Background: an optimization exercise with open tools, aiming at small area. Do not read the settings as production practice.
The RTL was checked by simulation tests, not by an equivalence proof against the original design.
Power and IR drop assume default switching activity.

[flow/flow/run.sh]
#!/bin/bash
# layout flow: the standard synthesis, then its combinational logic re-mapped for area
# by ABC (registers untouched, best of eight seeds), then the standard layout from
# floorplan to finish
set -euo pipefail
W=$(pwd)
R=$W/orfs/results/$FLOW_PLATFORM/game_top/base
bash standard.sh synth > $W/1_standard_synth.log 2>&1
cp $R/1_2_yosys.v $W/1_2_yosys_standard.v
YOSYS=$(command -v yosys || echo $FLOW_HOME/../tools/install/yosys/bin/yosys)
export POST_LIB=$FLOW_HOME/platforms/$FLOW_PLATFORM/lib/sky130_fd_sc_hd__tt_025C_1v80.lib
export POST_IN=$W/1_2_yosys_standard.v
export POST_DONT_USE="$(cat $W/flow/dont_use.txt)"
SEEDS="0 1 2 3 4 5 6 7"
for batch in "0 1 2 3" "4 5 6 7"; do
  for s in $batch; do
    sed "s/SEED/$s/" $W/flow/post.abc.in > $W/post_$s.abc
    POST_ABC=$W/post_$s.abc POST_OUT=$W/1_2_yosys_post_$s.v \
      $YOSYS -c $W/flow/post.tcl > $W/2_post_synth_$s.log 2>&1 &
  done
  wait
done
best=""; best_area=""
for s in $SEEDS; do
  a=$(grep "Chip area" $W/2_post_synth_$s.log | tail -1 | awk '{print $NF}')
  if [[ -n "$a" && -s $W/1_2_yosys_post_$s.v ]]; then
    if [[ -z "$best" ]] || awk -v a="$a" -v b="$best_area" 'BEGIN{exit !(a < b)}'; then
      best=$s; best_area=$a
    fi
  fi
done
echo "post synthesis: seed $best, area $best_area" > $W/2_post_choice.log
export POST_OUT=$W/1_2_yosys_post_$best.v
$YOSYS -c $W/flow/check.tcl > $W/2_post_check.log 2>&1
sleep 1
cp $POST_OUT $R/1_2_yosys.v
rm -f $R/1_synth.odb $R/1_synth.sdc
# every port still gets its buffer, the smallest buffer cell of the library
export BUFFER_PORTS_ARGS="-buffer_cell sky130_fd_sc_hd__buf_1"
# the clock tree without the dummy loads that only even out the loads of its leaves
export CTS_ARGS="-sink_clustering_enable -repair_clock_nets -buf_list sky130_fd_sc_hd__clkbuf_8 -dont_use_dummy_load"
bash standard.sh > $W/3_standard_finish.log 2>&1
[flow/flow/check.tcl]
# the re-mapped netlist must read back as cells of the library only
yosys read_liberty -lib $::env(POST_LIB)
yosys read_verilog $::env(POST_OUT)
yosys hierarchy -check -top $::env(FLOW_TOP)
yosys check -assert -mapped
yosys stat -liberty $::env(POST_LIB)
[flow/flow/dont_use.txt]
-dont_use sky130_fd_sc_hd__lpflow_bleeder_1 -dont_use sky130_fd_sc_hd__lpflow_clkbufkapwr_1 -dont_use sky130_fd_sc_hd__lpflow_clkbufkapwr_16 -dont_use sky130_fd_sc_hd__lpflow_clkbufkapwr_2 -dont_use sky130_fd_sc_hd__lpflow_clkbufkapwr_4 -dont_use sky130_fd_sc_hd__lpflow_clkbufkapwr_8 -dont_use sky130_fd_sc_hd__lpflow_clkinvkapwr_1 -dont_use sky130_fd_sc_hd__lpflow_clkinvkapwr_16 -dont_use sky130_fd_sc_hd__lpflow_clkinvkapwr_2 -dont_use sky130_fd_sc_hd__lpflow_clkinvkapwr_4 -dont_use sky130_fd_sc_hd__lpflow_clkinvkapwr_8 -dont_use sky130_fd_sc_hd__lpflow_decapkapwr_12 -dont_use sky130_fd_sc_hd__lpflow_decapkapwr_3 -dont_use sky130_fd_sc_hd__lpflow_decapkapwr_4 -dont_use sky130_fd_sc_hd__lpflow_decapkapwr_6 -dont_use sky130_fd_sc_hd__lpflow_decapkapwr_8 -dont_use sky130_fd_sc_hd__lpflow_inputiso0n_1 -dont_use sky130_fd_sc_hd__lpflow_inputiso0p_1 -dont_use sky130_fd_sc_hd__lpflow_inputiso1n_1 -dont_use sky130_fd_sc_hd__lpflow_inputiso1p_1 -dont_use sky130_fd_sc_hd__lpflow_inputisolatch_1 -dont_use sky130_fd_sc_hd__lpflow_isobufsrc_1 -dont_use sky130_fd_sc_hd__lpflow_isobufsrc_16 -dont_use sky130_fd_sc_hd__lpflow_isobufsrc_2 -dont_use sky130_fd_sc_hd__lpflow_isobufsrc_4 -dont_use sky130_fd_sc_hd__lpflow_isobufsrc_8 -dont_use sky130_fd_sc_hd__lpflow_isobufsrckapwr_16 -dont_use sky130_fd_sc_hd__lpflow_lsbuf_lh_hl_isowell_tap_1 -dont_use sky130_fd_sc_hd__lpflow_lsbuf_lh_hl_isowell_tap_2 -dont_use sky130_fd_sc_hd__lpflow_lsbuf_lh_hl_isowell_tap_4 -dont_use sky130_fd_sc_hd__lpflow_lsbuf_lh_isowell_4 -dont_use sky130_fd_sc_hd__lpflow_lsbuf_lh_isowell_tap_1 -dont_use sky130_fd_sc_hd__lpflow_lsbuf_lh_isowell_tap_2 -dont_use sky130_fd_sc_hd__lpflow_lsbuf_lh_isowell_tap_4 -dont_use sky130_fd_sc_hd__probe_p_8 -dont_use sky130_fd_sc_hd__probec_p_8 
[flow/flow/post.abc.in]
strash
&get -n
&st
&deepsyn -T 90 -S SEED
&put
dch -f
amap -F 100 -A 100
topo
[flow/flow/post.tcl]
# re-map the combinational logic of the standard synthesis netlist for area
# registers and tie cells stay as they are, with their instance and net names
set lib $::env(POST_LIB)
yosys read_liberty -ignore_miss_func $lib
yosys blackbox *__df* *__edf* *__sdf* *__dl* *__conb_1
yosys read_verilog $::env(POST_IN)
yosys hierarchy -top $::env(FLOW_TOP)
yosys flatten
# the wires flatten named after cell pins give way to the netlist's own names
yosys rename -hide w:_*
yosys opt_clean -purge
yosys stat -liberty $lib
yosys abc -script $::env(POST_ABC) -liberty $lib {*}$::env(POST_DONT_USE)
yosys hilomap -singleton -hicell sky130_fd_sc_hd__conb_1 HI -locell sky130_fd_sc_hd__conb_1 LO
yosys opt_clean -purge
yosys stat -liberty $lib

yosys write_verilog -noattr -nohex -nodec $::env(POST_OUT)
[flow/standard.sh]
#!/bin/bash
# synth_recipe.tcl (not shown) runs the flow's synth.tcl, then flattens the netlist and writes it again
# the make line also repeats each setting of config.mk as NAME=value (left out here)
make -C /OpenROAD-flow-scripts/flow DESIGN_CONFIG=/design/flow/config.mk WORK_HOME=/design/flow/orfs CLKGATE_MAP_FILE= SYNTH_SCRIPT=/design/flow/synth_recipe.tcl "${@:-finish}"
[flow/config.mk]
export PLATFORM = sky130hd
export DESIGN_NAME = game_top
export DESIGN_NICKNAME = game_top
export VERILOG_FILES = /design/flow/design.v
export SDC_FILE = /design/flow/constraint.sdc
export NUM_CORES = 4
export LEC_CHECK = 0
export CAP_MARGIN = 0
export CORE_MARGIN = 2
export CORE_UTILIZATION = 40
export CTS_BUF_LIST = sky130_fd_sc_hd__clkbuf_8
export GPL_TIMING_DRIVEN = 0
export SLEW_MARGIN = 0
[flow/constraint.sdc]
create_clock -name core_clock -period 10.0 [get_ports {clk}]
set_input_delay 2.0000 -clock core_clock [delete_from_list [all_inputs] [get_ports {clk}]]
set_output_delay 2.0000 -clock core_clock [all_outputs]
set_load 0.01 [all_outputs]
[flow/design.v]
typedef logic [9:0] coord_t;
typedef logic signed [6:0] vel_t;
typedef logic [11:0] rgb_t;
typedef logic [4-1:0] coin_mask_t;
localparam int NUM_MAPS = 2;
localparam logic [NUM_MAPS*6*10-1:0] PLAT_XS = {
    10'd250, 10'd250, 10'd430, 10'd540, 10'd400, 10'd600,
    10'd400, 10'(143), 10'd350, 10'd600, 10'd250, 10'd500
};
localparam logic [NUM_MAPS*6*10-1:0] PLAT_XE = {
    10'd300, 10'd400, 10'd470, 10'd700, 10'd540, 10'd640,
    10'd500, 10'd200, 10'd450, 10'd640, 10'd290, 10'd540
};
localparam logic [NUM_MAPS*6*10-1:0] PLAT_Y = {
    10'd300, 10'd200, 10'd200, 10'd240, 10'd340, 10'd400,
    10'd250, 10'd250, 10'd350, 10'd400, 10'd300, 10'd400
};
localparam logic [NUM_MAPS*4*10-1:0] COIN_XT = {
    10'd240, 10'd430, 10'd280, 10'd620,
    10'd360, 10'd600, 10'd250, 10'd400
};
localparam logic [NUM_MAPS*4*10-1:0] COIN_YT = {
    10'd444, 10'd184, 10'd284, 10'd384,
    10'd444, 10'd384, 10'd284, 10'd184
};
function automatic coord_t plat_xs(input logic map, input int i);
    plat_xs = map ? PLAT_XS[(6 + i) * 10 +: 10] : PLAT_XS[i * 10 +: 10];
endfunction
function automatic coord_t plat_xe(input logic map, input int i);
    plat_xe = map ? PLAT_XE[(6 + i) * 10 +: 10] : PLAT_XE[i * 10 +: 10];
endfunction
function automatic coord_t plat_y(input logic map, input int i);
    plat_y = map ? PLAT_Y[(6 + i) * 10 +: 10] : PLAT_Y[i * 10 +: 10];
endfunction
function automatic coord_t coin_x(input logic map, input int i);
    coin_x = map ? COIN_XT[(4 + i) * 10 +: 10] : COIN_XT[i * 10 +: 10];
endfunction
function automatic coord_t coin_y(input logic map, input int i);
    coin_y = map ? COIN_YT[(4 + i) * 10 +: 10] : COIN_YT[i * 10 +: 10];
endfunction
function automatic logic spans_x(input coord_t xs, input coord_t xe, input coord_t x);
    spans_x = ((x + 32 > xs) && (x + 32 < xe)) ||
           ((x > xs) && (x < xe));
endfunction
function automatic logic hero_hits_side(input logic map, input coord_t x, input coord_t y);
    logic hit;
    hit = 1'b0;
    for (int i = 0; i < 6; i++) begin
        if (spans_x(plat_xs(map, i), plat_xe(map, i), x) &&
            (y + 32 > plat_y(map, i)) &&
            (y < plat_y(map, i) + 24)) begin
            hit = 1'b1;
        end
    end
    hero_hits_side = hit;
endfunction
function automatic logic hero_hits_head(input logic map, input coord_t x, input coord_t y);
    logic hit;
    hit = 1'b0;
    for (int i = 0; i < 6; i++) begin
        if (spans_x(plat_xs(map, i), plat_xe(map, i), x) &&
            (y <= plat_y(map, i) + 24) &&
            (y > plat_y(map, i))) begin
            hit = 1'b1;
        end
    end
    hero_hits_head = hit;
endfunction
function automatic logic hero_on_platform(input logic map, input coord_t x, input coord_t y);
    logic hit;
    hit = 1'b0;
    for (int i = 0; i < 6; i++) begin
        if (spans_x(plat_xs(map, i), plat_xe(map, i), x) &&
            (y + 32 >= plat_y(map, i)) &&
            (y + 32 <= plat_y(map, i) + 20)) begin
            hit = 1'b1;
        end
    end
    hero_on_platform = hit;
endfunction
function automatic coord_t platform_top_under(input logic map, input coord_t x,
                                              input coord_t y);
    coord_t top;
    top = coord_t'(460);
    for (int i = 0; i < 6; i++) begin
        if (spans_x(plat_xs(map, i), plat_xe(map, i), x) &&
            (y + 32 >= plat_y(map, i)) &&
            (y + 32 <= plat_y(map, i) + 20)) begin
            top = plat_y(map, i);
        end
    end
    platform_top_under = top;
endfunction
function automatic logic hero_touches_coin(input logic map, input int idx, input coord_t x,
                                           input coord_t y);
    hero_touches_coin = !((x + 32 <= coin_x(map, idx)) ||
             (x >= coin_x(map, idx) + 16) ||
             (y + 32 <= coin_y(map, idx)) ||
             (y >= coin_y(map, idx) + 16));
endfunction
function automatic logic ge_const(input coord_t v, input int c);
    logic r;
    coord_t k;
    if (c <= 0) begin
        r = 1'b1;
    end else if (c > 1023) begin
        r = 1'b0;
    end else begin
        k = coord_t'(c);
        r = 1'b1;
        for (int b = 0; b < 10; b++) begin
            r = k[b] ? (v[b] & r) : (v[b] | r);
        end
    end
    ge_const = r;
endfunction
function automatic logic le_const(input coord_t v, input int c);
    logic r;
    coord_t k;
    if (c >= 1023) begin
        r = 1'b1;
    end else if (c < 0) begin
        r = 1'b0;
    end else begin
        k = coord_t'(c);
        r = 1'b1;
        for (int b = 0; b < 10; b++) begin
            r = k[b] ? (!v[b] | r) : (!v[b] & r);
        end
    end
    le_const = r;
endfunction
function automatic logic in_rng(input coord_t v, input int lo, input int hi);
    in_rng = ge_const(v, lo) && le_const(v, hi);
endfunction
`default_nettype none
module hero_motion
#(
    parameter int STEP_DIV = 500000
) (
    input  logic    clk,
    input  logic    rst,
    input  logic    btn_left,
    input  logic    btn_right,
    input  logic    btn_jump,
    input  logic    map_sel,
    output logic [9:0] hero_x,
    output logic [9:0] hero_y,
    output logic    step,
    output logic    cnt_wrap
);
typedef logic [9:0] coord_t;
typedef logic signed [6:0] vel_t;
typedef logic [11:0] rgb_t;
typedef logic [4-1:0] coin_mask_t;
localparam int NUM_MAPS = 2;
localparam logic [NUM_MAPS*6*10-1:0] PLAT_XS = {
    10'd250, 10'd250, 10'd430, 10'd540, 10'd400, 10'd600,
    10'd400, 10'(143), 10'd350, 10'd600, 10'd250, 10'd500
};
localparam logic [NUM_MAPS*6*10-1:0] PLAT_XE = {
    10'd300, 10'd400, 10'd470, 10'd700, 10'd540, 10'd640,
    10'd500, 10'd200, 10'd450, 10'd640, 10'd290, 10'd540
};
localparam logic [NUM_MAPS*6*10-1:0] PLAT_Y = {
    10'd300, 10'd200, 10'd200, 10'd240, 10'd340, 10'd400,
    10'd250, 10'd250, 10'd350, 10'd400, 10'd300, 10'd400
};
localparam logic [NUM_MAPS*4*10-1:0] COIN_XT = {
    10'd240, 10'd430, 10'd280, 10'd620,
    10'd360, 10'd600, 10'd250, 10'd400
};
localparam logic [NUM_MAPS*4*10-1:0] COIN_YT = {
    10'd444, 10'd184, 10'd284, 10'd384,
    10'd444, 10'd384, 10'd284, 10'd184
};
function automatic coord_t plat_xs(input logic map, input int i);
    plat_xs = map ? PLAT_XS[(6 + i) * 10 +: 10] : PLAT_XS[i * 10 +: 10];
endfunction
function automatic coord_t plat_xe(input logic map, input int i);
    plat_xe = map ? PLAT_XE[(6 + i) * 10 +: 10] : PLAT_XE[i * 10 +: 10];
endfunction
function automatic coord_t plat_y(input logic map, input int i);
    plat_y = map ? PLAT_Y[(6 + i) * 10 +: 10] : PLAT_Y[i * 10 +: 10];
endfunction
function automatic coord_t coin_x(input logic map, input int i);
    coin_x = map ? COIN_XT[(4 + i) * 10 +: 10] : COIN_XT[i * 10 +: 10];
endfunction
function automatic coord_t coin_y(input logic map, input int i);
    coin_y = map ? COIN_YT[(4 + i) * 10 +: 10] : COIN_YT[i * 10 +: 10];
endfunction
function automatic logic spans_x(input coord_t xs, input coord_t xe, input coord_t x);
    spans_x = ((x + 32 > xs) && (x + 32 < xe)) ||
           ((x > xs) && (x < xe));
endfunction
function automatic logic hero_hits_side(input logic map, input coord_t x, input coord_t y);
    logic hit;
    hit = 1'b0;
    for (int i = 0; i < 6; i++) begin
        if (spans_x(plat_xs(map, i), plat_xe(map, i), x) &&
            (y + 32 > plat_y(map, i)) &&
            (y < plat_y(map, i) + 24)) begin
            hit = 1'b1;
        end
    end
    hero_hits_side = hit;
endfunction
function automatic logic hero_hits_head(input logic map, input coord_t x, input coord_t y);
    logic hit;
    hit = 1'b0;
    for (int i = 0; i < 6; i++) begin
        if (spans_x(plat_xs(map, i), plat_xe(map, i), x) &&
            (y <= plat_y(map, i) + 24) &&
            (y > plat_y(map, i))) begin
            hit = 1'b1;
        end
    end
    hero_hits_head = hit;
endfunction
function automatic logic hero_on_platform(input logic map, input coord_t x, input coord_t y);
    logic hit;
    hit = 1'b0;
    for (int i = 0; i < 6; i++) begin
        if (spans_x(plat_xs(map, i), plat_xe(map, i), x) &&
            (y + 32 >= plat_y(map, i)) &&
            (y + 32 <= plat_y(map, i) + 20)) begin
            hit = 1'b1;
        end
    end
    hero_on_platform = hit;
endfunction
function automatic coord_t platform_top_under(input logic map, input coord_t x,
                                              input coord_t y);
    coord_t top;
    top = coord_t'(460);
    for (int i = 0; i < 6; i++) begin
        if (spans_x(plat_xs(map, i), plat_xe(map, i), x) &&
            (y + 32 >= plat_y(map, i)) &&
            (y + 32 <= plat_y(map, i) + 20)) begin
            top = plat_y(map, i);
        end
    end
    platform_top_under = top;
endfunction
function automatic logic hero_touches_coin(input logic map, input int idx, input coord_t x,
                                           input coord_t y);
    hero_touches_coin = !((x + 32 <= coin_x(map, idx)) ||
             (x >= coin_x(map, idx) + 16) ||
             (y + 32 <= coin_y(map, idx)) ||
             (y >= coin_y(map, idx) + 16));
endfunction
function automatic logic ge_const(input coord_t v, input int c);
    logic r;
    coord_t k;
    if (c <= 0) begin
        r = 1'b1;
    end else if (c > 1023) begin
        r = 1'b0;
    end else begin
        k = coord_t'(c);
        r = 1'b1;
        for (int b = 0; b < 10; b++) begin
            r = k[b] ? (v[b] & r) : (v[b] | r);
        end
    end
    ge_const = r;
endfunction
function automatic logic le_const(input coord_t v, input int c);
    logic r;
    coord_t k;
    if (c >= 1023) begin
        r = 1'b1;
    end else if (c < 0) begin
        r = 1'b0;
    end else begin
        k = coord_t'(c);
        r = 1'b1;
        for (int b = 0; b < 10; b++) begin
            r = k[b] ? (!v[b] | r) : (!v[b] & r);
        end
    end
    le_const = r;
endfunction
function automatic logic in_rng(input coord_t v, input int lo, input int hi);
    in_rng = ge_const(v, lo) && le_const(v, hi);
endfunction
    localparam int CNT_W = 6;
    localparam coord_t REST_Y = coord_t'(460 - 32);
    typedef logic signed [5:0] spd_t;
    logic [CNT_W-1:0] step_cnt;
    logic             chk_land;
    logic [8:0] y9;
    spd_t   speed;
    logic   jumping;
    logic   on_ground;
    logic   supported;
    logic   head_hit;
    coord_t land_y;
    function automatic logic span_at(input logic m, input int i, input coord_t x);
        span_at = in_rng(x, int'(plat_xs(m, i)) - 31, int'(plat_xe(m, i)) - 1);
    endfunction
    function automatic logic hit_m(input logic m, input coord_t x, input coord_t lo_y,
                                   input coord_t hi_y);
        logic hit;
        hit = 1'b0;
        for (int i = 0; i < 6; i++) begin
            if (span_at(m, i, x) && ge_const(lo_y, int'(plat_y(m, i))) &&
                le_const(hi_y, int'(plat_y(m, i)))) begin
                hit = 1'b1;
            end
        end
        hit_m = hit;
    endfunction
    function automatic coord_t land_m(input logic m, input coord_t y);
        coord_t top;
        logic   best;
        top = REST_Y;
        for (int i = 0; i < 6; i++) begin
            best = ge_const(y, int'(plat_y(m, i)) - 32) && !ge_const(y, REST_Y);
            for (int j = 0; j < 6; j++) begin
                if (int'(plat_y(m, j)) > int'(plat_y(m, i))) begin
                    best = best && !ge_const(y, int'(plat_y(m, j)) - 32);
                end
            end
            if (best) begin
                top = coord_t'(plat_y(m, i) - 32);
            end
        end
        land_m = top;
    endfunction
    assign step     = step_cnt[5] && step_cnt[4] && step_cnt[1];
    assign cnt_wrap = step_cnt[5] && step_cnt[4] && step_cnt[0];
    assign chk_land = step_cnt[5] && step_cnt[4] && !step_cnt[1] && !step_cnt[0];
    always_ff @(posedge clk or posedge rst) begin
        if (rst) begin
            step_cnt <= '0;
        end else if (step) begin
            step_cnt <= CNT_W'(1);
        end else begin
            step_cnt <= step_cnt + 1'b1;
        end
    end
    assign hero_y      = {1'b0, y9};
    assign on_ground   = ge_const(hero_y, REST_Y);
    assign land_y      = map_sel ? land_m(1'b1, hero_y) : land_m(1'b0, hero_y);
    coord_t x_next;
    coord_t probe;
    coord_t lo_y;
    coord_t hi_y;
    logic   block;
    logic [NUM_MAPS-1:0] hit;
    logic [NUM_MAPS-1:0] head_q;
    logic [NUM_MAPS-1:0] onp_q;
    assign x_next = btn_left ? hero_x - 1'b1 : hero_x + 1'b1;
    assign probe  = step ? x_next : hero_x;
    always_comb begin
        if (chk_land) begin
            lo_y = hero_y + 10'd32;
            hi_y = hero_y + 10'd12;
        end else if (cnt_wrap) begin
            lo_y = hero_y - 10'd1;
            hi_y = hero_y - 10'd24;
        end else begin
            lo_y = hero_y + 10'd31;
            hi_y = hero_y - 10'd23;
        end
    end
    assign hit = {hit_m(1'b1, probe, lo_y, hi_y), hit_m(1'b0, probe, lo_y, hi_y)};
    always_ff @(posedge clk) begin
        if (chk_land) begin
            onp_q <= hit;
        end
        if (cnt_wrap) begin
            head_q <= hit;
        end
    end
    assign supported = on_ground || onp_q[map_sel];
    assign head_hit  = head_q[map_sel];
    assign block  = !in_rng(x_next, 143, 734 - 32) || hit[map_sel];
    always_ff @(posedge clk or posedge rst) begin
        if (rst) begin
            hero_x  <= coord_t'(300);
            y9      <= REST_Y[8:0];
            jumping <= 1'b0;
        end else if (step) begin
            if ((btn_left || btn_right) && !block) begin
                hero_x <= x_next;
            end
            if (jumping) begin
                if (!(speed < 0 && head_hit)) begin
                    if (speed > 0 && supported) begin
                        jumping <= 1'b0;
                        y9      <= land_y[8:0];
                    end else begin
                        y9      <= y9 + {{3{speed[5]}}, speed};
                    end
                end
            end else if (!supported || btn_jump) begin
                jumping <= 1'b1;
            end
        end
    end
    always_ff @(posedge clk) begin
        if (step) begin
            if (jumping) begin
                if (speed < 0 && head_hit) begin
                    speed <= '0;
                end else begin
                    speed <= speed + spd_t'(1);
                end
            end else if (!supported) begin
                speed <= spd_t'(1);
            end else begin
                speed <= spd_t'(-15);
            end
        end
    end
endmodule
`default_nettype wire
`default_nettype none
module coin_tracker
(
    input  logic        clk,
    input  logic        rst,
    input  logic        map_sel,
    input  logic [9:0] hero_x,
    input  logic [9:0] hero_y,
    input  logic        step,
    output logic [4-1:0] coin_mask,
    output logic [15:0] score
);
typedef logic [9:0] coord_t;
typedef logic signed [6:0] vel_t;
typedef logic [11:0] rgb_t;
typedef logic [4-1:0] coin_mask_t;
localparam int NUM_MAPS = 2;
localparam logic [NUM_MAPS*6*10-1:0] PLAT_XS = {
    10'd250, 10'd250, 10'd430, 10'd540, 10'd400, 10'd600,
    10'd400, 10'(143), 10'd350, 10'd600, 10'd250, 10'd500
};
localparam logic [NUM_MAPS*6*10-1:0] PLAT_XE = {
    10'd300, 10'd400, 10'd470, 10'd700, 10'd540, 10'd640,
    10'd500, 10'd200, 10'd450, 10'd640, 10'd290, 10'd540
};
localparam logic [NUM_MAPS*6*10-1:0] PLAT_Y = {
    10'd300, 10'd200, 10'd200, 10'd240, 10'd340, 10'd400,
    10'd250, 10'd250, 10'd350, 10'd400, 10'd300, 10'd400
};
localparam logic [NUM_MAPS*4*10-1:0] COIN_XT = {
    10'd240, 10'd430, 10'd280, 10'd620,
    10'd360, 10'd600, 10'd250, 10'd400
};
localparam logic [NUM_MAPS*4*10-1:0] COIN_YT = {
    10'd444, 10'd184, 10'd284, 10'd384,
    10'd444, 10'd384, 10'd284, 10'd184
};
function automatic coord_t plat_xs(input logic map, input int i);
    plat_xs = map ? PLAT_XS[(6 + i) * 10 +: 10] : PLAT_XS[i * 10 +: 10];
endfunction
function automatic coord_t plat_xe(input logic map, input int i);
    plat_xe = map ? PLAT_XE[(6 + i) * 10 +: 10] : PLAT_XE[i * 10 +: 10];
endfunction
function automatic coord_t plat_y(input logic map, input int i);
    plat_y = map ? PLAT_Y[(6 + i) * 10 +: 10] : PLAT_Y[i * 10 +: 10];
endfunction
function automatic coord_t coin_x(input logic map, input int i);
    coin_x = map ? COIN_XT[(4 + i) * 10 +: 10] : COIN_XT[i * 10 +: 10];
endfunction
function automatic coord_t coin_y(input logic map, input int i);
    coin_y = map ? COIN_YT[(4 + i) * 10 +: 10] : COIN_YT[i * 10 +: 10];
endfunction
function automatic logic spans_x(input coord_t xs, input coord_t xe, input coord_t x);
    spans_x = ((x + 32 > xs) && (x + 32 < xe)) ||
           ((x > xs) && (x < xe));
endfunction
function automatic logic hero_hits_side(input logic map, input coord_t x, input coord_t y);
    logic hit;
    hit = 1'b0;
    for (int i = 0; i < 6; i++) begin
        if (spans_x(plat_xs(map, i), plat_xe(map, i), x) &&
            (y + 32 > plat_y(map, i)) &&
            (y < plat_y(map, i) + 24)) begin
            hit = 1'b1;
        end
    end
    hero_hits_side = hit;
endfunction
function automatic logic hero_hits_head(input logic map, input coord_t x, input coord_t y);
    logic hit;
    hit = 1'b0;
    for (int i = 0; i < 6; i++) begin
        if (spans_x(plat_xs(map, i), plat_xe(map, i), x) &&
            (y <= plat_y(map, i) + 24) &&
            (y > plat_y(map, i))) begin
            hit = 1'b1;
        end
    end
    hero_hits_head = hit;
endfunction
function automatic logic hero_on_platform(input logic map, input coord_t x, input coord_t y);
    logic hit;
    hit = 1'b0;
    for (int i = 0; i < 6; i++) begin
        if (spans_x(plat_xs(map, i), plat_xe(map, i), x) &&
            (y + 32 >= plat_y(map, i)) &&
            (y + 32 <= plat_y(map, i) + 20)) begin
            hit = 1'b1;
        end
    end
    hero_on_platform = hit;
endfunction
function automatic coord_t platform_top_under(input logic map, input coord_t x,
                                              input coord_t y);
    coord_t top;
    top = coord_t'(460);
    for (int i = 0; i < 6; i++) begin
        if (spans_x(plat_xs(map, i), plat_xe(map, i), x) &&
            (y + 32 >= plat_y(map, i)) &&
            (y + 32 <= plat_y(map, i) + 20)) begin
            top = plat_y(map, i);
        end
    end
    platform_top_under = top;
endfunction
function automatic logic hero_touches_coin(input logic map, input int idx, input coord_t x,
                                           input coord_t y);
    hero_touches_coin = !((x + 32 <= coin_x(map, idx)) ||
             (x >= coin_x(map, idx) + 16) ||
             (y + 32 <= coin_y(map, idx)) ||
             (y >= coin_y(map, idx) + 16));
endfunction
function automatic logic ge_const(input coord_t v, input int c);
    logic r;
    coord_t k;
    if (c <= 0) begin
        r = 1'b1;
    end else if (c > 1023) begin
        r = 1'b0;
    end else begin
        k = coord_t'(c);
        r = 1'b1;
        for (int b = 0; b < 10; b++) begin
            r = k[b] ? (v[b] & r) : (v[b] | r);
        end
    end
    ge_const = r;
endfunction
function automatic logic le_const(input coord_t v, input int c);
    logic r;
    coord_t k;
    if (c >= 1023) begin
        r = 1'b1;
    end else if (c < 0) begin
        r = 1'b0;
    end else begin
        k = coord_t'(c);
        r = 1'b1;
        for (int b = 0; b < 10; b++) begin
            r = k[b] ? (!v[b] | r) : (!v[b] & r);
        end
    end
    le_const = r;
endfunction
function automatic logic in_rng(input coord_t v, input int lo, input int hi);
    in_rng = ge_const(v, lo) && le_const(v, hi);
endfunction
    logic [NUM_MAPS-1:0][4-1:0] collected;
    coin_mask_t                          cur_mask;
    coin_mask_t                          touch;
    coin_mask_t                          take;
    logic [3:0]                          count;
    function automatic coin_mask_t touch_m(input logic m, input coord_t x, input coord_t y);
        for (int i = 0; i < 4; i++) begin
            touch_m[i] = in_rng(x, int'(coin_x(m, i)) - 32 + 1,
                                int'(coin_x(m, i)) + 16 - 1) &&
                         in_rng(y, int'(coin_y(m, i)) - 32 + 1,
                                int'(coin_y(m, i)) + 16 - 1);
        end
    endfunction
    assign cur_mask  = collected[map_sel];
    assign coin_mask = cur_mask;
    assign touch = map_sel ? touch_m(1'b1, hero_x, hero_y) : touch_m(1'b0, hero_x, hero_y);
    assign take  = touch & ~cur_mask;
    always_ff @(posedge clk or posedge rst) begin
        if (rst) begin
            collected <= '0;
            count     <= '0;
        end else if (step && (take != '0)) begin
            collected[map_sel] <= cur_mask | take;
            count <= count + 4'd1;
        end
    end
    assign score = {12'd0, count};
endmodule
`default_nettype wire
`default_nettype none
module scene_render
#(
    parameter int SHIMMER_DIV = 10000000
) (
    input  logic    clk,
    input  logic    rst,
    input  logic    cnt_wrap,
    input  logic    bright,
    input  logic [9:0] h_count,
    input  logic [9:0] v_count,
    input  logic       map_sel,
    input  logic [9:0] hero_x,
    input  logic [9:0] hero_y,
    input  logic [4-1:0] coin_mask,
    output logic [11:0] rgb
);
typedef logic [9:0] coord_t;
typedef logic signed [6:0] vel_t;
typedef logic [11:0] rgb_t;
typedef logic [4-1:0] coin_mask_t;
localparam int NUM_MAPS = 2;
localparam logic [NUM_MAPS*6*10-1:0] PLAT_XS = {
    10'd250, 10'd250, 10'd430, 10'd540, 10'd400, 10'd600,
    10'd400, 10'(143), 10'd350, 10'd600, 10'd250, 10'd500
};
localparam logic [NUM_MAPS*6*10-1:0] PLAT_XE = {
    10'd300, 10'd400, 10'd470, 10'd700, 10'd540, 10'd640,
    10'd500, 10'd200, 10'd450, 10'd640, 10'd290, 10'd540
};
localparam logic [NUM_MAPS*6*10-1:0] PLAT_Y = {
    10'd300, 10'd200, 10'd200, 10'd240, 10'd340, 10'd400,
    10'd250, 10'd250, 10'd350, 10'd400, 10'd300, 10'd400
};
localparam logic [NUM_MAPS*4*10-1:0] COIN_XT = {
    10'd240, 10'd430, 10'd280, 10'd620,
    10'd360, 10'd600, 10'd250, 10'd400
};
localparam logic [NUM_MAPS*4*10-1:0] COIN_YT = {
    10'd444, 10'd184, 10'd284, 10'd384,
    10'd444, 10'd384, 10'd284, 10'd184
};
function automatic coord_t plat_xs(input logic map, input int i);
    plat_xs = map ? PLAT_XS[(6 + i) * 10 +: 10] : PLAT_XS[i * 10 +: 10];
endfunction
function automatic coord_t plat_xe(input logic map, input int i);
    plat_xe = map ? PLAT_XE[(6 + i) * 10 +: 10] : PLAT_XE[i * 10 +: 10];
endfunction
function automatic coord_t plat_y(input logic map, input int i);
    plat_y = map ? PLAT_Y[(6 + i) * 10 +: 10] : PLAT_Y[i * 10 +: 10];
endfunction
function automatic coord_t coin_x(input logic map, input int i);
    coin_x = map ? COIN_XT[(4 + i) * 10 +: 10] : COIN_XT[i * 10 +: 10];
endfunction
function automatic coord_t coin_y(input logic map, input int i);
    coin_y = map ? COIN_YT[(4 + i) * 10 +: 10] : COIN_YT[i * 10 +: 10];
endfunction
function automatic logic spans_x(input coord_t xs, input coord_t xe, input coord_t x);
    spans_x = ((x + 32 > xs) && (x + 32 < xe)) ||
           ((x > xs) && (x < xe));
endfunction
function automatic logic hero_hits_side(input logic map, input coord_t x, input coord_t y);
    logic hit;
    hit = 1'b0;
    for (int i = 0; i < 6; i++) begin
        if (spans_x(plat_xs(map, i), plat_xe(map, i), x) &&
            (y + 32 > plat_y(map, i)) &&
            (y < plat_y(map, i) + 24)) begin
            hit = 1'b1;
        end
    end
    hero_hits_side = hit;
endfunction
function automatic logic hero_hits_head(input logic map, input coord_t x, input coord_t y);
    logic hit;
    hit = 1'b0;
    for (int i = 0; i < 6; i++) begin
        if (spans_x(plat_xs(map, i), plat_xe(map, i), x) &&
            (y <= plat_y(map, i) + 24) &&
            (y > plat_y(map, i))) begin
            hit = 1'b1;
        end
    end
    hero_hits_head = hit;
endfunction
function automatic logic hero_on_platform(input logic map, input coord_t x, input coord_t y);
    logic hit;
    hit = 1'b0;
    for (int i = 0; i < 6; i++) begin
        if (spans_x(plat_xs(map, i), plat_xe(map, i), x) &&
            (y + 32 >= plat_y(map, i)) &&
            (y + 32 <= plat_y(map, i) + 20)) begin
            hit = 1'b1;
        end
    end
    hero_on_platform = hit;
endfunction
function automatic coord_t platform_top_under(input logic map, input coord_t x,
                                              input coord_t y);
    coord_t top;
    top = coord_t'(460);
    for (int i = 0; i < 6; i++) begin
        if (spans_x(plat_xs(map, i), plat_xe(map, i), x) &&
            (y + 32 >= plat_y(map, i)) &&
            (y + 32 <= plat_y(map, i) + 20)) begin
            top = plat_y(map, i);
        end
    end
    platform_top_under = top;
endfunction
function automatic logic hero_touches_coin(input logic map, input int idx, input coord_t x,
                                           input coord_t y);
    hero_touches_coin = !((x + 32 <= coin_x(map, idx)) ||
             (x >= coin_x(map, idx) + 16) ||
             (y + 32 <= coin_y(map, idx)) ||
             (y >= coin_y(map, idx) + 16));
endfunction
function automatic logic ge_const(input coord_t v, input int c);
    logic r;
    coord_t k;
    if (c <= 0) begin
        r = 1'b1;
    end else if (c > 1023) begin
        r = 1'b0;
    end else begin
        k = coord_t'(c);
        r = 1'b1;
        for (int b = 0; b < 10; b++) begin
            r = k[b] ? (v[b] & r) : (v[b] | r);
        end
    end
    ge_const = r;
endfunction
function automatic logic le_const(input coord_t v, input int c);
    logic r;
    coord_t k;
    if (c >= 1023) begin
        r = 1'b1;
    end else if (c < 0) begin
        r = 1'b0;
    end else begin
        k = coord_t'(c);
        r = 1'b1;
        for (int b = 0; b < 10; b++) begin
            r = k[b] ? (!v[b] | r) : (!v[b] & r);
        end
    end
    le_const = r;
endfunction
function automatic logic in_rng(input coord_t v, input int lo, input int hi);
    in_rng = ge_const(v, lo) && le_const(v, hi);
endfunction
    typedef enum logic [2:0] {
        PIX_BLANK    = 3'd0,
        PIX_SKY      = 3'd5,
        PIX_GROUND   = 3'd2,
        PIX_PLATFORM = 3'd6,
        PIX_COIN     = 3'd7,
        PIX_HERO     = 3'd4
    } pix_class_t;
    localparam int SHIM_N = SHIMMER_DIV / 50;
    localparam int SHIM_W = $clog2(SHIM_N);
    logic [SHIM_W-1:0] shim_cnt;
    logic [1:0]        shim_frame;
    logic       hero_px;
    logic       ground_px;
    logic       platform_px;
    logic       coin_px;
    pix_class_t pix_class;
    pix_class_t class_q;
    rgb_t       colour;
    always_ff @(posedge clk or posedge rst) begin
        if (rst) begin
            shim_cnt   <= '0;
            shim_frame <= '0;
        end else if (cnt_wrap && shim_cnt == SHIM_W'(SHIM_N - 1)) begin
            shim_cnt   <= '0;
            shim_frame <= (shim_frame == 2'd2) ? 2'd0 : shim_frame + 2'd1;
        end else if (cnt_wrap) begin
            shim_cnt <= shim_cnt + 1'b1;
        end
    end
    function automatic logic plat_px_m(input logic m, input coord_t h, input coord_t v);
        logic hit;
        hit = 1'b0;
        for (int i = 0; i < 6; i++) begin
            if (in_rng(h, int'(plat_xs(m, i)), int'(plat_xe(m, i)) - 1) &&
                in_rng(v, int'(plat_y(m, i)), int'(plat_y(m, i)) + 24 - 1)) begin
                hit = 1'b1;
            end
        end
        plat_px_m = hit;
    endfunction
    function automatic logic coin_px_m(input logic m, input coin_mask_t mask,
                                       input coord_t h, input coord_t v);
        logic hit;
        hit = 1'b0;
        for (int i = 0; i < 4; i++) begin
            if (!mask[i] &&
                in_rng(h, int'(coin_x(m, i)), int'(coin_x(m, i)) + 16 - 1) &&
                in_rng(v, int'(coin_y(m, i)), int'(coin_y(m, i)) + 16 - 1)) begin
                hit = 1'b1;
            end
        end
        coin_px_m = hit;
    endfunction
    logic [10:0] hero_dh;
    logic [10:0] hero_dv;
    assign hero_dh = {1'b0, h_count} - {1'b0, hero_x};
    assign hero_dv = {1'b0, v_count} - {1'b0, hero_y};
    assign hero_px = (hero_dh[10:5] == '0) && (hero_dv[10:5] == '0);
    assign ground_px = in_rng(v_count, 460, 516);
    assign platform_px = map_sel ? plat_px_m(1'b1, h_count, v_count) :
                                   plat_px_m(1'b0, h_count, v_count);
    assign coin_px     = map_sel ? coin_px_m(1'b1, coin_mask, h_count, v_count) :
                                   coin_px_m(1'b0, coin_mask, h_count, v_count);
    always_comb begin
        if (!bright)          pix_class = PIX_BLANK;
        else if (hero_px)     pix_class = PIX_HERO;
        else if (ground_px)   pix_class = PIX_GROUND;
        else if (platform_px) pix_class = PIX_PLATFORM;
        else if (coin_px)     pix_class = PIX_COIN;
        else                  pix_class = PIX_SKY;
    end
    always_comb begin
        case (class_q)
            PIX_SKY:      colour = 12'h7AF;
            PIX_GROUND:   colour = 12'h952;
            PIX_PLATFORM: colour = 12'hC73;
            PIX_HERO:     colour = 12'hE11;
            PIX_COIN: begin
                case (shim_frame)
                    2'd0:    colour = 12'hA80;
                    2'd1:    colour = 12'hDB1;
                    default: colour = 12'hFF7;
                endcase
            end
            default:      colour = '0;
        endcase
    end
    always_ff @(posedge clk or posedge rst) begin
        if (rst) begin
            class_q <= PIX_BLANK;
            rgb     <= '0;
        end else begin
            class_q <= pix_class;
            rgb     <= colour;
        end
    end
endmodule
`default_nettype wire
`default_nettype none
module game_top
#(
    parameter int STEP_DIV    = 50,
    parameter int SHIMMER_DIV = 1500
) (
    input  logic        clk,
    input  logic        rst,
    input  logic        bright,
    input  logic        btn_left,
    input  logic        btn_right,
    input  logic        btn_jump,
    input  logic        map_sel,
    input  logic [9:0] h_count,
    input  logic [9:0] v_count,
    output logic [11:0] rgb,
    output logic [15:0] score
);
typedef logic [9:0] coord_t;
typedef logic signed [6:0] vel_t;
typedef logic [11:0] rgb_t;
typedef logic [4-1:0] coin_mask_t;
localparam int NUM_MAPS = 2;
localparam logic [NUM_MAPS*6*10-1:0] PLAT_XS = {
    10'd250, 10'd250, 10'd430, 10'd540, 10'd400, 10'd600,
    10'd400, 10'(143), 10'd350, 10'd600, 10'd250, 10'd500
};
localparam logic [NUM_MAPS*6*10-1:0] PLAT_XE = {
    10'd300, 10'd400, 10'd470, 10'd700, 10'd540, 10'd640,
    10'd500, 10'd200, 10'd450, 10'd640, 10'd290, 10'd540
};
localparam logic [NUM_MAPS*6*10-1:0] PLAT_Y = {
    10'd300, 10'd200, 10'd200, 10'd240, 10'd340, 10'd400,
    10'd250, 10'd250, 10'd350, 10'd400, 10'd300, 10'd400
};
localparam logic [NUM_MAPS*4*10-1:0] COIN_XT = {
    10'd240, 10'd430, 10'd280, 10'd620,
    10'd360, 10'd600, 10'd250, 10'd400
};
localparam logic [NUM_MAPS*4*10-1:0] COIN_YT = {
    10'd444, 10'd184, 10'd284, 10'd384,
    10'd444, 10'd384, 10'd284, 10'd184
};
function automatic coord_t plat_xs(input logic map, input int i);
    plat_xs = map ? PLAT_XS[(6 + i) * 10 +: 10] : PLAT_XS[i * 10 +: 10];
endfunction
function automatic coord_t plat_xe(input logic map, input int i);
    plat_xe = map ? PLAT_XE[(6 + i) * 10 +: 10] : PLAT_XE[i * 10 +: 10];
endfunction
function automatic coord_t plat_y(input logic map, input int i);
    plat_y = map ? PLAT_Y[(6 + i) * 10 +: 10] : PLAT_Y[i * 10 +: 10];
endfunction
function automatic coord_t coin_x(input logic map, input int i);
    coin_x = map ? COIN_XT[(4 + i) * 10 +: 10] : COIN_XT[i * 10 +: 10];
endfunction
function automatic coord_t coin_y(input logic map, input int i);
    coin_y = map ? COIN_YT[(4 + i) * 10 +: 10] : COIN_YT[i * 10 +: 10];
endfunction
function automatic logic spans_x(input coord_t xs, input coord_t xe, input coord_t x);
    spans_x = ((x + 32 > xs) && (x + 32 < xe)) ||
           ((x > xs) && (x < xe));
endfunction
function automatic logic hero_hits_side(input logic map, input coord_t x, input coord_t y);
    logic hit;
    hit = 1'b0;
    for (int i = 0; i < 6; i++) begin
        if (spans_x(plat_xs(map, i), plat_xe(map, i), x) &&
            (y + 32 > plat_y(map, i)) &&
            (y < plat_y(map, i) + 24)) begin
            hit = 1'b1;
        end
    end
    hero_hits_side = hit;
endfunction
function automatic logic hero_hits_head(input logic map, input coord_t x, input coord_t y);
    logic hit;
    hit = 1'b0;
    for (int i = 0; i < 6; i++) begin
        if (spans_x(plat_xs(map, i), plat_xe(map, i), x) &&
            (y <= plat_y(map, i) + 24) &&
            (y > plat_y(map, i))) begin
            hit = 1'b1;
        end
    end
    hero_hits_head = hit;
endfunction
function automatic logic hero_on_platform(input logic map, input coord_t x, input coord_t y);
    logic hit;
    hit = 1'b0;
    for (int i = 0; i < 6; i++) begin
        if (spans_x(plat_xs(map, i), plat_xe(map, i), x) &&
            (y + 32 >= plat_y(map, i)) &&
            (y + 32 <= plat_y(map, i) + 20)) begin
            hit = 1'b1;
        end
    end
    hero_on_platform = hit;
endfunction
function automatic coord_t platform_top_under(input logic map, input coord_t x,
                                              input coord_t y);
    coord_t top;
    top = coord_t'(460);
    for (int i = 0; i < 6; i++) begin
        if (spans_x(plat_xs(map, i), plat_xe(map, i), x) &&
            (y + 32 >= plat_y(map, i)) &&
            (y + 32 <= plat_y(map, i) + 20)) begin
            top = plat_y(map, i);
        end
    end
    platform_top_under = top;
endfunction
function automatic logic hero_touches_coin(input logic map, input int idx, input coord_t x,
                                           input coord_t y);
    hero_touches_coin = !((x + 32 <= coin_x(map, idx)) ||
             (x >= coin_x(map, idx) + 16) ||
             (y + 32 <= coin_y(map, idx)) ||
             (y >= coin_y(map, idx) + 16));
endfunction
function automatic logic ge_const(input coord_t v, input int c);
    logic r;
    coord_t k;
    if (c <= 0) begin
        r = 1'b1;
    end else if (c > 1023) begin
        r = 1'b0;
    end else begin
        k = coord_t'(c);
        r = 1'b1;
        for (int b = 0; b < 10; b++) begin
            r = k[b] ? (v[b] & r) : (v[b] | r);
        end
    end
    ge_const = r;
endfunction
function automatic logic le_const(input coord_t v, input int c);
    logic r;
    coord_t k;
    if (c >= 1023) begin
        r = 1'b1;
    end else if (c < 0) begin
        r = 1'b0;
    end else begin
        k = coord_t'(c);
        r = 1'b1;
        for (int b = 0; b < 10; b++) begin
            r = k[b] ? (!v[b] | r) : (!v[b] & r);
        end
    end
    le_const = r;
endfunction
function automatic logic in_rng(input coord_t v, input int lo, input int hi);
    in_rng = ge_const(v, lo) && le_const(v, hi);
endfunction
    coord_t     hero_x;
    coord_t     hero_y;
    coin_mask_t coin_mask;
    logic       step;
    logic       cnt_wrap;
    hero_motion #(
        .STEP_DIV (STEP_DIV)
    ) u_hero_motion (
        .clk       (clk),
        .rst       (rst),
        .btn_left  (btn_left),
        .btn_right (btn_right),
        .btn_jump  (btn_jump),
        .map_sel   (map_sel),
        .hero_x    (hero_x),
        .hero_y    (hero_y),
        .step      (step),
        .cnt_wrap  (cnt_wrap)
    );
    coin_tracker u_coin_tracker (
        .clk       (clk),
        .rst       (rst),
        .map_sel   (map_sel),
        .hero_x    (hero_x),
        .hero_y    (hero_y),
        .step      (step),
        .coin_mask (coin_mask),
        .score     (score)
    );
    scene_render #(
        .SHIMMER_DIV (SHIMMER_DIV)
    ) u_scene_render (
        .clk       (clk),
        .rst       (rst),
        .cnt_wrap  (cnt_wrap),
        .bright    (bright),
        .h_count   (h_count),
        .v_count   (v_count),
        .map_sel   (map_sel),
        .hero_x    (hero_x),
        .hero_y    (hero_y),
        .coin_mask (coin_mask),
        .rgb       (rgb)
    );
endmodule
`default_nettype wire
==> results of run 1 <==
per-layer routing:
metal  part of all wire (%)  wire length (um)
met5                      0                 0
met4                    2.6               442
met3                    6.3              1070
met2                     45              7720
met1                     46              7780
final timing paths:
path | startpoint | end | slack (ns)
max | btn_left | u_hero_motion.hero_x[7] | 2.22
min | u_coin_tracker.count[3] | u_coin_tracker.count[3] | 0.47
max reg2reg | u_hero_motion.step_cnt[4] | u_hero_motion.hero_x[7] | 2.51
min reg2reg | u_coin_tracker.count[3] | u_coin_tracker.count[3] | 0.47
max in group asynchronous | rst | u_hero_motion.hero_x[2] | 7.88
min in group asynchronous | rst | u_scene_render.rgb[9] | 1.55
area by class of cell:
class / instances / area share (%)
inverters: 106 / 7.02
repair buffers: 44 / 3.45
clock buffers: 9 / 2.18
flip-flops and latches: 69 / 31.4
multi-input cells: 537 / 52.1
well taps: 172 / 3.78
power groups by stage:
| stage | sequential, mW | clock, mW | combinational (mW) |
|---|---|---|---|
| final | 0.291 | 0.176 | 0.0594 |
| after global routing | 0.291 | 0.195 | 0.0673 |
| after CTS | 0.291 | 0.183 | 0.0590 |
| after detailed placement | 0.296 | 0 | 0.0588 |
| after global placement | 0.296 | 0 | 0.0577 |
| after floorplan | 0.298 | 0 | 0.0317 |
stage by stage:
step | std cells | util [%] | total power, mW | instance area (um2) | worst slack [ns]
global route | 937 | 45.4 | 0.553 | 5690 | 1.58
floorplan | 712 | - | 0.330 | 5140 | 3.39
detailed placement | 928 | 44.4 | 0.355 | 5560 | 1.91
CTS | 937 | 45.4 | 0.533 | 5690 | 2.29
global placement | 926 | 44.0 | 0.353 | 5510 | 1.40
finish | 937 | 45.4 | 0.526 | 5690 | 2.22
cell usage in the layout, fill, tap and decap left out, drive strengths merged, types with 12 or more instances in the layout:
cell type  count
nand3         12
a31oi         17
nor2         119
buf           44
conb          12
o21ai         64
clkinv       106
dfrtp         50
nor3          42
nand2         47
o22ai         32
a21oi         46
o21a          18
nor4          17
==> impl_metrics.prom, run 1 <==
# TYPE chip_impl_metric gauge
chip_impl_metric{name="overflow",unit=""} 0
chip_impl_metric{name="path_clk_slew",unit="ns"} 0.07
chip_impl_metric{name="insertedDiodeCount",unit=""} 0
chip_impl_metric{name="max_cap_violations",unit=""} 0
chip_impl_metric{name="grt_start_max_net_pins",unit=""} 46
chip_impl_metric{name="slew_viol_final",unit=""} 0
chip_impl_metric{name="pwr_density_cell",unit="mW/mm2"} 92.4
chip_impl_metric{name="die_area",unit="mm2"} 0.0137
chip_impl_metric{name="seqCellArea",unit="mm2"} 0.00179
chip_impl_metric{name="holdPathStages",unit=""} 1
chip_impl_metric{name="total_area_of_multi_input_combinational_cells",unit="mm2"} 0.00296
chip_impl_metric{name="grt_util_met1",unit="%"} 37.3
chip_impl_metric{name="critical_path_depth",unit=""} 31
chip_impl_info{name="cts_tree",value="yes"} 1
chip_impl_metric{name="synth.cell_area",unit="mm2"} 0.00510
chip_impl_metric{name="met2_usage",unit="%"} 40.2
chip_impl_metric{name="ctsHoldBuffers",unit=""} 0
chip_impl_metric{name="leakagePower",unit="nW"} 1.94
chip_impl_metric{name="final_layout_size_suffix_gt1_share",unit="%"} 3.01
chip_impl_info{name="worst_path_dominant_cell_family",value="compound AO/OA/AOI/OAI gates"} 1
chip_impl_metric{name="hpwl",unit="mm"} 13.0
chip_impl_metric{name="layout.nets",unit=""} 794
chip_impl_metric{name="timing.critical_path.arrival",unit="ns"} 8.06
chip_impl_metric{name="grt_pass1_vias",unit=""} 5384
chip_impl_metric{name="transition_time_at_the_pin_with_the_least_slew_margin",unit="ns"} 1.15
chip_impl_metric{name="routed_via_density",unit=""} 6.09
chip_impl_metric{name="max_stage_delay",unit="ns"} 0.45
chip_impl_metric{name="io-pin-count",unit=""} 55
chip_impl_metric{name="use_met3",unit="%"} 3.71
chip_impl_metric{name="number_of_cells_produced_by_synthesis",unit=""} 701
chip_impl_info{name="grt-busiest-layer",value="met2"} 1
chip_impl_metric{name="final_antenna_net_count",unit=""} 0
chip_impl_metric{name="buffer_ports.inserted",unit=""} 42
chip_impl_metric{name="h-tree-depth",unit=""} 3
chip_impl_metric{name="cp_data_required_time",unit="ns"} 10.28
chip_impl_metric{name="intPower",unit="mW"} 0.385
chip_impl_info{name="run_status",value="complete, no violations"} 1
chip_impl_metric{name="number_of_cells_traversed_by_the_worst_register_to_register_path",unit=""} 31
chip_impl_metric{name="synthesis.yosys.warnings",unit=""} 3
chip_impl_metric{name="global_route_wire_length_before_repair",unit="mm"} 28.0
chip_impl_metric{name="fp-row-count",unit=""} 41
chip_impl_info{name="hold_path.class",value="reg -> reg"} 1
chip_impl_metric{name="skew_pair_late_insertion_delay",unit="ns"} 0.37
chip_impl_metric{name="detail_route.wl_per_cell",unit="um"} 18.2
chip_impl_metric{name="achievable-frequency",unit="MHz"} 129
chip_impl_metric{name="portion_of_total_power_attributed_to_the_clock_network",unit="%"} 33.4
chip_impl_metric{name="finalSetupViolations",unit=""} 0
chip_impl_info{name="worst-setup-path-type",value="in -> reg"} 1
chip_impl_metric{name="crit_path_max_fanout",unit=""} 6
chip_impl_metric{name="fp.dieW",unit="um"} 117
chip_impl_info{name="critPathLaunchType",value="input pin"} 1
chip_impl_metric{name="power.share.switching",unit="%"} 26.7
chip_impl_metric{name="vias",unit=""} 5703
chip_impl_metric{name="detail_route.iter0.violations",unit=""} 473
chip_impl_metric{name="avgSynthCellArea",unit="um2"} 7.27
chip_impl_metric{name="clkSinkCount",unit=""} 69
chip_impl_metric{name="fill_cells",unit=""} 1314
chip_impl_metric{name="share_seq_of_total_power",unit="%"} 55.3
chip_impl_info{name="end_kind",value="register"} 1
chip_impl_info{name="unrepaired_setup_endpoints_after_global_routing",value="false"} 1
chip_impl_metric{name="max-vdd-ir-drop",unit="mV"} 0.0422
chip_impl_metric{name="total_negative_setup_slack",unit="ns"} 0
chip_impl_metric{name="fin_crit",unit="ns"} 7.78
chip_impl_metric{name="initial_utilization",unit="%"} 40.7
chip_impl_metric{name="layout-area-overhead-vs-synth",unit="%"} 11.6
chip_impl_metric{name="numCtsBuffers",unit=""} 9
chip_impl_info{name="cts-root-buf",value="sky130_fd_sc_hd__clkbuf_8"} 1
chip_impl_metric{name="cts_setup_buffers",unit=""} 0
chip_impl_metric{name="core-area",unit="mm2"} 0.0125
chip_impl_metric{name="route.detailed.drc",unit=""} 0
chip_impl_metric{name="worst-path-buf-inv",unit=""} 9
chip_impl_metric{name="comb_power_share",unit="%"} 11.3
chip_impl_metric{name="postRouteWirelength",unit="mm"} 17.0
chip_impl_info{name="cp_slowest_cell",value="sky130_fd_sc_hd__a31oi_1"} 1
chip_impl_metric{name="grt_antenna_before_repair",unit=""} 0
chip_impl_metric{name="clock_skew",unit="ns"} 0.0227
chip_impl_metric{name="finalCritPeriodShare",unit="%"} 77.8
chip_impl_metric{name="place.gp.congestion",unit=""} 0.978
chip_impl_metric{name="die_height",unit="um"} 117
chip_impl_metric{name="timing.hold.ws",unit="ns"} 0.474
chip_impl_metric{name="maxSlewHeadroom",unit="%"} 22.6
chip_impl_metric{name="hold_viol",unit=""} 0
chip_impl_metric{name="switchingPower",unit="mW"} 0.140
chip_impl_metric{name="post_cts_resized",unit=""} 0
chip_impl_metric{name="groute.usage.overall",unit="%"} 26.4
chip_impl_metric{name="cts_buffer_depth",unit=""} 2
chip_impl_metric{name="drt-pass1-iter-count",unit=""} 5
==> inputs of run 2 (changes only) <==
--- a/flow/design.v
+++ b/flow/design.v
@@ -134,4 +134,8 @@
     in_rng = ge_const(v, lo) && le_const(v, hi);
 endfunction
+function automatic logic in_rng_lim(input coord_t v, input int lo, input int hi,
+                                    input int vmin, input int vmax);
+    in_rng_lim = ((lo <= vmin) || ge_const(v, lo)) && ((hi >= vmax) || le_const(v, hi));
+endfunction
 `default_nettype none
 module hero_motion
@@ -285,4 +289,8 @@
     in_rng = ge_const(v, lo) && le_const(v, hi);
 endfunction
+function automatic logic in_rng_lim(input coord_t v, input int lo, input int hi,
+                                    input int vmin, input int vmax);
+    in_rng_lim = ((lo <= vmin) || ge_const(v, lo)) && ((hi >= vmax) || le_const(v, hi));
+endfunction
     localparam int CNT_W = 6;
     localparam coord_t REST_Y = coord_t'(460 - 32);
@@ -298,5 +306,6 @@
     coord_t land_y;
     function automatic logic span_at(input logic m, input int i, input coord_t x);
-        span_at = in_rng(x, int'(plat_xs(m, i)) - 31, int'(plat_xe(m, i)) - 1);
+        span_at = in_rng_lim(x, int'(plat_xs(m, i)) - 31, int'(plat_xe(m, i)) - 1,
+                             143 - 1, 734 - 32 + 1);
     endfunction
     function automatic logic hit_m(input logic m, input coord_t x, input coord_t lo_y,
@@ -314,16 +323,16 @@
     function automatic coord_t land_m(input logic m, input coord_t y);
         coord_t top;
-        logic   best;
-        top = REST_Y;
-        for (int i = 0; i < 6; i++) begin
-            best = ge_const(y, int'(plat_y(m, i)) - 32) && !ge_const(y, REST_Y);
-            for (int j = 0; j < 6; j++) begin
-                if (int'(plat_y(m, j)) > int'(plat_y(m, i))) begin
-                    best = best && !ge_const(y, int'(plat_y(m, j)) - 32);
-                end
-            end
-            if (best) begin
-                top = coord_t'(plat_y(m, i) - 32);
-            end
+        if (ge_const(y, 416)) begin
+            top = REST_Y;
+        end else if (ge_const(y, 352)) begin
+            top = 10'd368;
+        end else if (ge_const(y, 304)) begin
+            top = m ? 10'd308 : 10'd318;
+        end else if (ge_const(y, 256)) begin
+            top = 10'd268;
+        end else if (m && !ge_const(y, 192)) begin
+            top = 10'd168;
+        end else begin
+            top = m ? 10'd208 : 10'd218;
         end
         land_m = top;
@@ -565,4 +574,8 @@
     in_rng = ge_const(v, lo) && le_const(v, hi);
 endfunction
+function automatic logic in_rng_lim(input coord_t v, input int lo, input int hi,
+                                    input int vmin, input int vmax);
+    in_rng_lim = ((lo <= vmin) || ge_const(v, lo)) && ((hi >= vmax) || le_const(v, hi));
+endfunction
     logic [NUM_MAPS-1:0][4-1:0] collected;
     coin_mask_t                          cur_mask;
@@ -574,6 +587,6 @@
             touch_m[i] = in_rng(x, int'(coin_x(m, i)) - 32 + 1,
                                 int'(coin_x(m, i)) + 16 - 1) &&
-                         in_rng(y, int'(coin_y(m, i)) - 32 + 1,
-                                int'(coin_y(m, i)) + 16 - 1);
+                         in_rng_lim(y, int'(coin_y(m, i)) - 32 + 1,
+                                    int'(coin_y(m, i)) + 16 - 1, 48, 454);
         end
     endfunction
@@ -746,4 +759,8 @@
     in_rng = ge_const(v, lo) && le_const(v, hi);
 endfunction
+function automatic logic in_rng_lim(input coord_t v, input int lo, input int hi,
+                                    input int vmin, input int vmax);
+    in_rng_lim = ((lo <= vmin) || ge_const(v, lo)) && ((hi >= vmax) || le_const(v, hi));
+endfunction
     typedef enum logic [2:0] {
         PIX_BLANK    = 3'd0,
@@ -998,4 +1015,8 @@
     in_rng = ge_const(v, lo) && le_const(v, hi);
 endfunction
+function automatic logic in_rng_lim(input coord_t v, input int lo, input int hi,
+                                    input int vmin, input int vmax);
+    in_rng_lim = ((lo <= vmin) || ge_const(v, lo)) && ((hi >= vmax) || le_const(v, hi));
+endfunction
     coord_t     hero_x;
     coord_t     hero_y;
==> run 2 against run 1 <==
Core utilization decreased by 0.30 points. Power grew 1.2%. Via count decreased by 1.3%. Combinational power up 5.6%. Clock-buffer cell count stayed put. Area after synthesis decreased by 0.59%. Largest power group unchanged.
==> impl_metrics.prom, run 2 <==
# TYPE chip_impl_metric gauge
chip_impl_info{name="run_status",value="complete, no violations"} 1
chip_impl_metric{name="layout.nets",unit=""} 789
chip_impl_metric{name="max-vdd-ir-drop",unit="mV"} 0.0412
chip_impl_metric{name="final_layout_size_suffix_gt1_share",unit="%"} 3.03
chip_impl_metric{name="global_route_wire_length_before_repair",unit="mm"} 26.6
chip_impl_metric{name="pwr_density_cell",unit="mW/mm2"} 94.2
chip_impl_metric{name="insertedDiodeCount",unit=""} 0
chip_impl_metric{name="clkSinkCount",unit=""} 69
chip_impl_metric{name="slew_viol_final",unit=""} 0
chip_impl_metric{name="drt-pass1-iter-count",unit=""} 5
chip_impl_metric{name="power.share.switching",unit="%"} 27.3
chip_impl_info{name="unrepaired_setup_endpoints_after_global_routing",value="false"} 1
chip_impl_metric{name="layoutNonFillerInstCount",unit=""} 932
chip_impl_metric{name="detail_route.iter0.violations",unit=""} 469
chip_impl_metric{name="synthesis.yosys.warnings",unit=""} 3
chip_impl_info{name="timing.critical_path.cells",value="buf_1, a21oi_1, nor2_1, o21ai_0, clkinv_1, nand2_1, nor2_1, o221ai_1, o21ai_0, clkinv_1, o21ai_0, nor2b_1, a221o_1, nor3_1, o221ai_1, nor2_1, clkinv_1, nor2_1, clkinv_1, o22ai_1"} 1
chip_impl_metric{name="number_of_cells_produced_by_synthesis",unit=""} 696
chip_impl_info{name="final_common_cell",value="sky130_fd_sc_hd__clkinv_1"} 1
chip_impl_metric{name="final_antenna_net_count",unit=""} 0
chip_impl_metric{name="switchingPower",unit="mW"} 0.145
chip_impl_metric{name="comb_power_share",unit="%"} 11.8
chip_impl_metric{name="layout-area-overhead-vs-synth",unit="%"} 11.5
chip_impl_metric{name="skew_pair_late_insertion_delay",unit="ns"} 0.37
chip_impl_metric{name="initial_utilization",unit="%"} 40.5
chip_impl_metric{name="avgSynthCellArea",unit="um2"} 7.28
chip_impl_metric{name="max_stage_delay",unit="ns"} 0.96
chip_impl_metric{name="cts_setup_buffers",unit=""} 0
chip_impl_metric{name="numCtsBuffers",unit=""} 9
chip_impl_metric{name="overflow",unit=""} 0
chip_impl_metric{name="die_height",unit="um"} 117
chip_impl_metric{name="grt_start_max_net_pins",unit=""} 40
chip_impl_metric{name="place.gp.congestion",unit=""} 0.986
chip_impl_metric{name="timing.critical_path.arrival",unit="ns"} 7.19
chip_impl_metric{name="max_cap_violations",unit=""} 0
chip_impl_metric{name="clock_skew",unit="ns"} 0.0179
chip_impl_metric{name="buffer_ports.inserted",unit=""} 42
chip_impl_info{name="cts_tree",value="yes"} 1
chip_impl_metric{name="vias",unit=""} 5628
chip_impl_metric{name="fin_crit",unit="ns"} 6.93
chip_impl_info{name="worst_path_dominant_cell_family",value="compound AO/OA/AOI/OAI gates"} 1
chip_impl_metric{name="post-place-cells",unit=""} 923
chip_impl_metric{name="h-tree-depth",unit=""} 3
chip_impl_metric{name="post_cts_resized",unit=""} 0
chip_impl_metric{name="groute.usage.overall",unit="%"} 25.0
chip_impl_metric{name="ctsHoldBuffers",unit=""} 0
chip_impl_metric{name="grt_pass1_vias",unit=""} 5235
chip_impl_info{name="end_kind",value="register"} 1
chip_impl_metric{name="intPower",unit="mW"} 0.387
chip_impl_metric{name="finalCritPeriodShare",unit="%"} 69.3
chip_impl_metric{name="grt_antenna_before_repair",unit=""} 0
chip_impl_info{name="worst-setup-path-type",value="in -> reg"} 1
chip_impl_metric{name="crit_path_max_fanout",unit=""} 11
chip_impl_metric{name="die_area",unit="mm2"} 0.0136
chip_impl_metric{name="worst-path-buf-inv",unit=""} 5
chip_impl_metric{name="detail_route.wl_per_cell",unit="um"} 17.8
chip_impl_metric{name="share_seq_of_total_power",unit="%"} 54.7
chip_impl_info{name="hold_path.class",value="reg -> reg"} 1
chip_impl_metric{name="cts_buffer_depth",unit=""} 2
chip_impl_info{name="final_cell_mix",value="sky130_fd_sc_hd__clkinv_1, sky130_fd_sc_hd__nor2_1, sky130_fd_sc_hd__o21ai_0"} 1
chip_impl_metric{name="maxSlewHeadroom",unit="%"} 21.3
chip_impl_metric{name="hold_viol",unit=""} 0
chip_impl_info{name="cts-root-buf",value="sky130_fd_sc_hd__clkbuf_8"} 1
chip_impl_info{name="cp_slowest_cell",value="sky130_fd_sc_hd__o21ai_0"} 1
chip_impl_metric{name="leakagePower",unit="nW"} 1.91
chip_impl_metric{name="routed_via_density",unit=""} 6.04
chip_impl_metric{name="transition_time_at_the_pin_with_the_least_slew_margin",unit="ns"} 1.17
chip_impl_metric{name="io-pin-count",unit=""} 55
chip_impl_metric{name="total_negative_setup_slack",unit="ns"} 0
chip_impl_metric{name="portion_of_total_power_attributed_to_the_clock_network",unit="%"} 33.5
chip_impl_metric{name="core-area",unit="mm2"} 0.0125
chip_impl_metric{name="finalSetupViolations",unit=""} 0
chip_impl_metric{name="postRouteWirelength",unit="mm"} 16.6
chip_impl_metric{name="path_clk_slew",unit="ns"} 0.07
chip_impl_metric{name="achievable-frequency",unit="MHz"} 144
chip_impl_info{name="critPathLaunchType",value="input pin"} 1
chip_impl_metric{name="synth.cell_area",unit="mm2"} 0.00507
chip_impl_metric{name="fp.dieW",unit="um"} 117
chip_impl_metric{name="hpwl",unit="mm"} 12.8
chip_impl_metric{name="fp-row-count",unit=""} 41
chip_impl_metric{name="cp_data_required_time",unit="ns"} 10.26
chip_impl_metric{name="route.detailed.drc",unit=""} 0
==> run 2: cell types whose count changed in the layout (fill, tap and decap cells not counted), moves of 5 or more <==
cell,before,now
sky130_fd_sc_hd__o21a_1,18,10
sky130_fd_sc_hd__nand2_1,47,35
sky130_fd_sc_hd__nor2_1,119,104
sky130_fd_sc_hd__o2111ai_1,8,3
sky130_fd_sc_hd__o22ai_1,32,40
sky130_fd_sc_hd__clkinv_1,105,112
sky130_fd_sc_hd__o21ai_0,64,86
sky130_fd_sc_hd__o221ai_1,6,11
==> run 2: final cells by class <==
cell class              count  area (um2)
inverters                 113         425
repair buffers             44         189
multi-input cells         525        2910
clock buffers               9         124
flip-flops and latches     69        1790
well taps                 172         215
fillers                  1317        6870
==> run 2: worst paths after layout <==
path | from | endpoint | slack (ns) | depth (start not counted)
worst min register to register | register | register | 0.47 | 1
max in group asynchronous | rst | u_hero_motion.hero_x[2] | 7.81 | 3
worst min-delay path | register | register | 0.47 | 1
worst max-delay path | btn_left | u_hero_motion.hero_x[6] | 3.07 | 20
min in group asynchronous | rst | u_scene_render.rgb[7] | 1.57 | 2
worst max register to register | u_hero_motion.step_cnt[4] | u_hero_motion.hero_x[6] | 3.19 | 22
==> run 2: layer usage <==
layer | share of wire [%] | global-route usage, %
met3 | 7.0 | 3.74
met4 | 2.1 | 9.41
met1 | 45 | 35.2
met5 | 0 | 0
met2 | 46 | 39.1
==> run 2: power by group through the flow <==
stage               registers, mW  logic, mW  clock network, mW
finish                      0.291     0.0627              0.178
global route                0.292     0.0702              0.195
CTS                         0.291     0.0622              0.185
detailed placement          0.297     0.0619                  0
global placement            0.297     0.0614                  0
floorplan                   0.299     0.0341                  0
==> run 2: stage by stage <==
step	power [mW]	hold WS (ns)	setup WS, ns	util, %	cell area, um2
after floorplan	0.333	0.429	4.33	-	5110
after global placement	0.358	0.442	1.74	43.8	5480
after detailed placement	0.359	0.456	2.87	44.1	5530
after CTS	0.539	0.473	3.24	45.1	5650
after global routing	0.557	0.505	2.64	45.1	5650
final	0.532	0.470	3.07	45.1	5650

re-timing with driven ports:
The flow's constraints put no driver on any port. The routed layouts listed below were extracted and timed again, unchanged, in two steps.
Step 1 (the two cells are an assumption about what drives the block):
set clk [get_ports {clk}]
set_driving_cell -lib_cell sky130_fd_sc_hd__clkbuf_16 $clk
set_driving_cell -lib_cell sky130_fd_sc_hd__buf_2 [delete_from_list [all_inputs] $clk]
Step 2 moves the port delays by t, midway between the first and last clock arrival at a register: inputs arrive t later, outputs are due t later. That takes back most of the time a late clock gives input paths.
a / b / c = no drivers / after step 1 / after step 2; a / b = the first two.
| run | shift t [ns] | setup WS [ns] | clock arrival spread, ns |
|---|---|---|---|
| run 1 | 0.394 | 2.222 / 2.233 / 1.840 | 0.023 / 0.023 |
| run 2 | 0.394 | 3.067 / 3.075 / 2.681 | 0.018 / 0.018 |
After both steps setup and hold are still met in every run listed. The setup slack of run 2, which loses most, moves by +0.008 ns with the drivers and by -0.386 ns with both steps.
